Source: an optimization exercise on an open RTL-to-GDS flow (aim: small area). Production flows keep margins and buffers that such runs may drop. Only simulation tests tie the RTL to the original design; equivalence was not proved. Power and IR drop assume default switching activity.

== run 1 ==
Design rv_exec_top, start of the top module:
module rv_exec_top
(
    input  logic                   i_clk,
    input  logic                   i_rst_n,
    input  logic                   i_instr_valid,
    output logic                   o_instr_ready,
    input  rv_exec_pkg::word_t     i_instr,
    output logic                   o_wb_valid,
    output rv_exec_pkg::reg_addr_t o_wb_rd,
    output rv_exec_pkg::word_t     o_wb_data,
    output logic                   o_wb_illegal,
    input  logic                   i_wb_ready
);
Size in the first run: ~3,400 cells after synthesis, roughly 1,100 flip-flops, roughly 76 I/O pins.
clock: 8.0 ns
lec_check: 0
cap_margin: 10
core_margin: 2
core_utilization: 52
gpl_timing_driven: 0
setup_slack_margin: 0.4
slew_margin: 10
standard.sh (not shown) runs the stock make flow with config.mk's settings and CLKGATE_MAP_FILE= SYNTH_SCRIPT=/design/flow/synth_recipe.tcl, a recipe that flattens the netlist after the stock synthesis.
==> flow/flow/run.sh <==
#!/bin/bash
# The standard layout (standard.sh) with these changes:
#  - synthesis: the final ABC mapping uses an area-oriented script
#    (flow/abc_area_map.script) in place of ORFS's speed script. Everything
#    else, register mapping and names included, is the standard synthesis.
#  - placement: ports are buffered with buf_2 instead of the default cell.
#  - clock tree: clkbuf_8 leaf clusters of up to 20 sinks, 45 um across,
#    and no dummy loads.
# Each tool's output goes to a log of its own here (synth.log, layout.log);
# ORFS's per-step logs are under orfs/logs.
set -euo pipefail
W=$(pwd)
rm -rf "$W/scripts_abc"
cp -r "$FLOW_HOME/scripts" "$W/scripts_abc"
cp "$W/flow/abc_area_map.script" "$W/scripts_abc/abc_speed.script"
SCRIPTS_DIR="$W/scripts_abc" bash standard.sh synth > "$W/synth.log" 2>&1
export BUFFER_PORTS_ARGS="-buffer_cell sky130_fd_sc_hd__buf_2"
export CTS_ARGS="-sink_clustering_enable -repair_clock_nets -dont_use_dummy_load -buf_list sky130_fd_sc_hd__clkbuf_8 -sink_clustering_size 20 -sink_clustering_max_diameter 45"
bash standard.sh finish > "$W/layout.log" 2>&1
==> flow/flow/abc_area_map.script <==
strash
&get -n
&st
&dch -f
&nf -R 1000
&put
buffer -c -N 16
topo
stime -c
upsize -c
dnsize -c
### run 1 -> run 2
==> flow/flow/abc_area_map.script <==
strash
&get -n
&st
&dch -f
&nf -R 1000
&put
buffer -c
topo
stime -c
upsize -c
dnsize -c
--- outcome ---
Going from run 1 to run 2, the pre-CTS setup slack was found to have gone up by 0.048 ns. Summary: final worst hold slack, run 2 worse than run 1. Cell count: run 2 higher than run 1. Run 2 completed; timing, DRC and antenna clean. The synthesized-area fraction occupied by ao, oa, aoi and oai cells reported for run 2 is smaller than that of run 1 by 0.18 points. Run 2 vs. run 1: die area moved up, final worst slack moved down, largest vdd supply drop moved up, number of buffers between clock root and the deepest sink level.
> inputs changed (run 2 -> run 3)
Settings: a change of SETUP_SLACK_MARGIN from 0.4 to 0.05.
==> flow/flow/abc_area_map.script <==
strash
&get -n
&st
&dch -f
&nf -R 1000
&put
topo
stime -c
upsize -c
dnsize -c
==> notes.md <==
- Buffering stage count on the worst path with inverters included (run 3 over run 2): increase, 1
- In the tables for run 3 and run 2, post-route cell area reads lower with run 2.
- On run 3: global-route usage is 2.4 points lower than what run 2 gave.
- Comparing run 2 with run 3, the detailed-route vias per instance came out essentially unchanged.
- Side by side, reported leakage power turned out higher in run 3 than in run 2.
- Of run 3 and run 2, run 3 shows the lower netlist area before placement, with run 2 above it.
### run 3 -> run 4
Settings: SETUP_SLACK_MARGIN now 0.4, was 0.05.
==> flow/flow/abc_area_map.script <==
strash
&get -n
&st
&dch -f
&nf -R 1000
&put
buffer -c -N 24
topo
stime -c
upsize -c
dnsize -c
- Both conditions hold for run 4: the flow ran to the end and the final layout passed the timing, DRC and antenna checks.
- Compared run 4 against run 3; part of the power in combinational logic within noise.
- Compared with run 3, in run 4 net switching component of the power shows a reduction of about 0.33%; count of plain and timing-repair buffers in the layout lost 81.
- Final weighted congestion of routability-driven global placement is higher on run 3
- Row endpoint arrival time on the critical path: run 4 lower / run 3 higher
- When run 4 is measured against run 3, its post-synthesis cell type count turns out 9.3% higher.
- When run 4 is set beside run 3, its worst path setup slack after routing turns out to be 0.12 ns larger.
- Total power essentially unchanged between run 3 and run 4.
- Summary of run 4 over run 3: global routing usage summed across all routing layers went down; antenna cell count went up; total length of routed wires went down.

* * *

Starting RTL as in the previous note.
==> flow/config.mk <==
export PLATFORM = sky130hd
export DESIGN_NAME = rv_exec_top
export DESIGN_NICKNAME = rv_exec_top
export VERILOG_FILES = /design/flow/design.v
export SDC_FILE = /design/flow/constraint.sdc
export NUM_CORES = 4
export LEC_CHECK = 0
export CAP_MARGIN = 10
export CORE_MARGIN = 2
export CORE_UTILIZATION = 52
export GPL_TIMING_DRIVEN = 0
export SETUP_SLACK_MARGIN = 0.25
export SLEW_MARGIN = 10
==> flow/constraint.sdc <==
create_clock -name core_clock -period 8.0 [get_ports {i_clk}]
set_input_delay 1.6000 -clock core_clock [delete_from_list [all_inputs] [get_ports {i_clk}]]
set_output_delay 1.6000 -clock core_clock [all_outputs]
set_load 0.01 [all_outputs]
==> flow/flow/abc_area_map.script <==
strash
&get -n
&st
&dch -f
&nf -R 1000
&put
buffer -c
topo
stime -c
upsize -c
dnsize -c
Scripts as last shown in full above: flow/flow/run.sh
The starting point finished with timing, DRC and antenna clean.
==> next run, changes <==
==> flow/flow/abc_area_map.script (replaced) <==
strash
&get -n
&st
&dch -f
&nf -R 1000
&put
buffer -c -N 16
topo
stime -c
upsize -c
dnsize -c
- SETUP_SLACK_MARGIN: 0.25 -> 0.15
What happened: The new run finished with timing, DRC and antenna clean. Setup slack is better by 0.089 ns. Core utilization came out lower by 0.66 points. Clock-buffer cell count rose by 13. Critical path depth does not change. Via count shrinks by about 5.4%.

afterwards: timing with drivers on the ports:
Ports are ideal in the flow. The routed layouts listed here were re-timed in OpenROAD.
Step 1 assumes that a clkbuf_16 drives the clock port and a buf_2 every other input.
Step 2 times the ports against the registers' clock, not the clock port: input delays grow and output delays shrink by t, the midpoint of the rising clock arrivals with the driver on.
Slacks: ideal / step 1 / step 2; pairs: ideal / step 1.
| run | t, ns | slack for setup (ns) | worst setup path at the end | slew at the worst register clock pin (ns) | pins driven straight from the clock port |
|---|---|---|---|---|---|
| run 1 | 0.874 | 0.464 / 0.405 / -0.364 | input to register | 0.11 / 0.11 | 1 |
| run 2 | 0.866 | 0.390 / 0.382 / -0.433 | input to register | 0.10 / 0.10 | 1 |
| run 3 | 0.842 | 0.438 / 0.371 / -0.109 | input to register | 0.10 / 0.10 | 1 |
| run 4 | 0.847 | 0.559 / 0.534 / 0.107 | input to register | 0.10 / 0.10 | 1 |
| the first run of note 2 | 0.881 | 0.227 / 0.160 / -0.604 | input to register | 0.10 / 0.10 | 1 |
| the second run of note 2 | 0.885 | 0.316 / 0.248 / -0.468 | input to register | 0.11 / 0.11 | 1 |
With both steps, setup timing fails in 5 of these runs, where it was met with ideal ports. For the first run of note 2, which loses most, drivers alone change the setup slack by -0.067 ns; drivers and shift together by -0.831 ns.
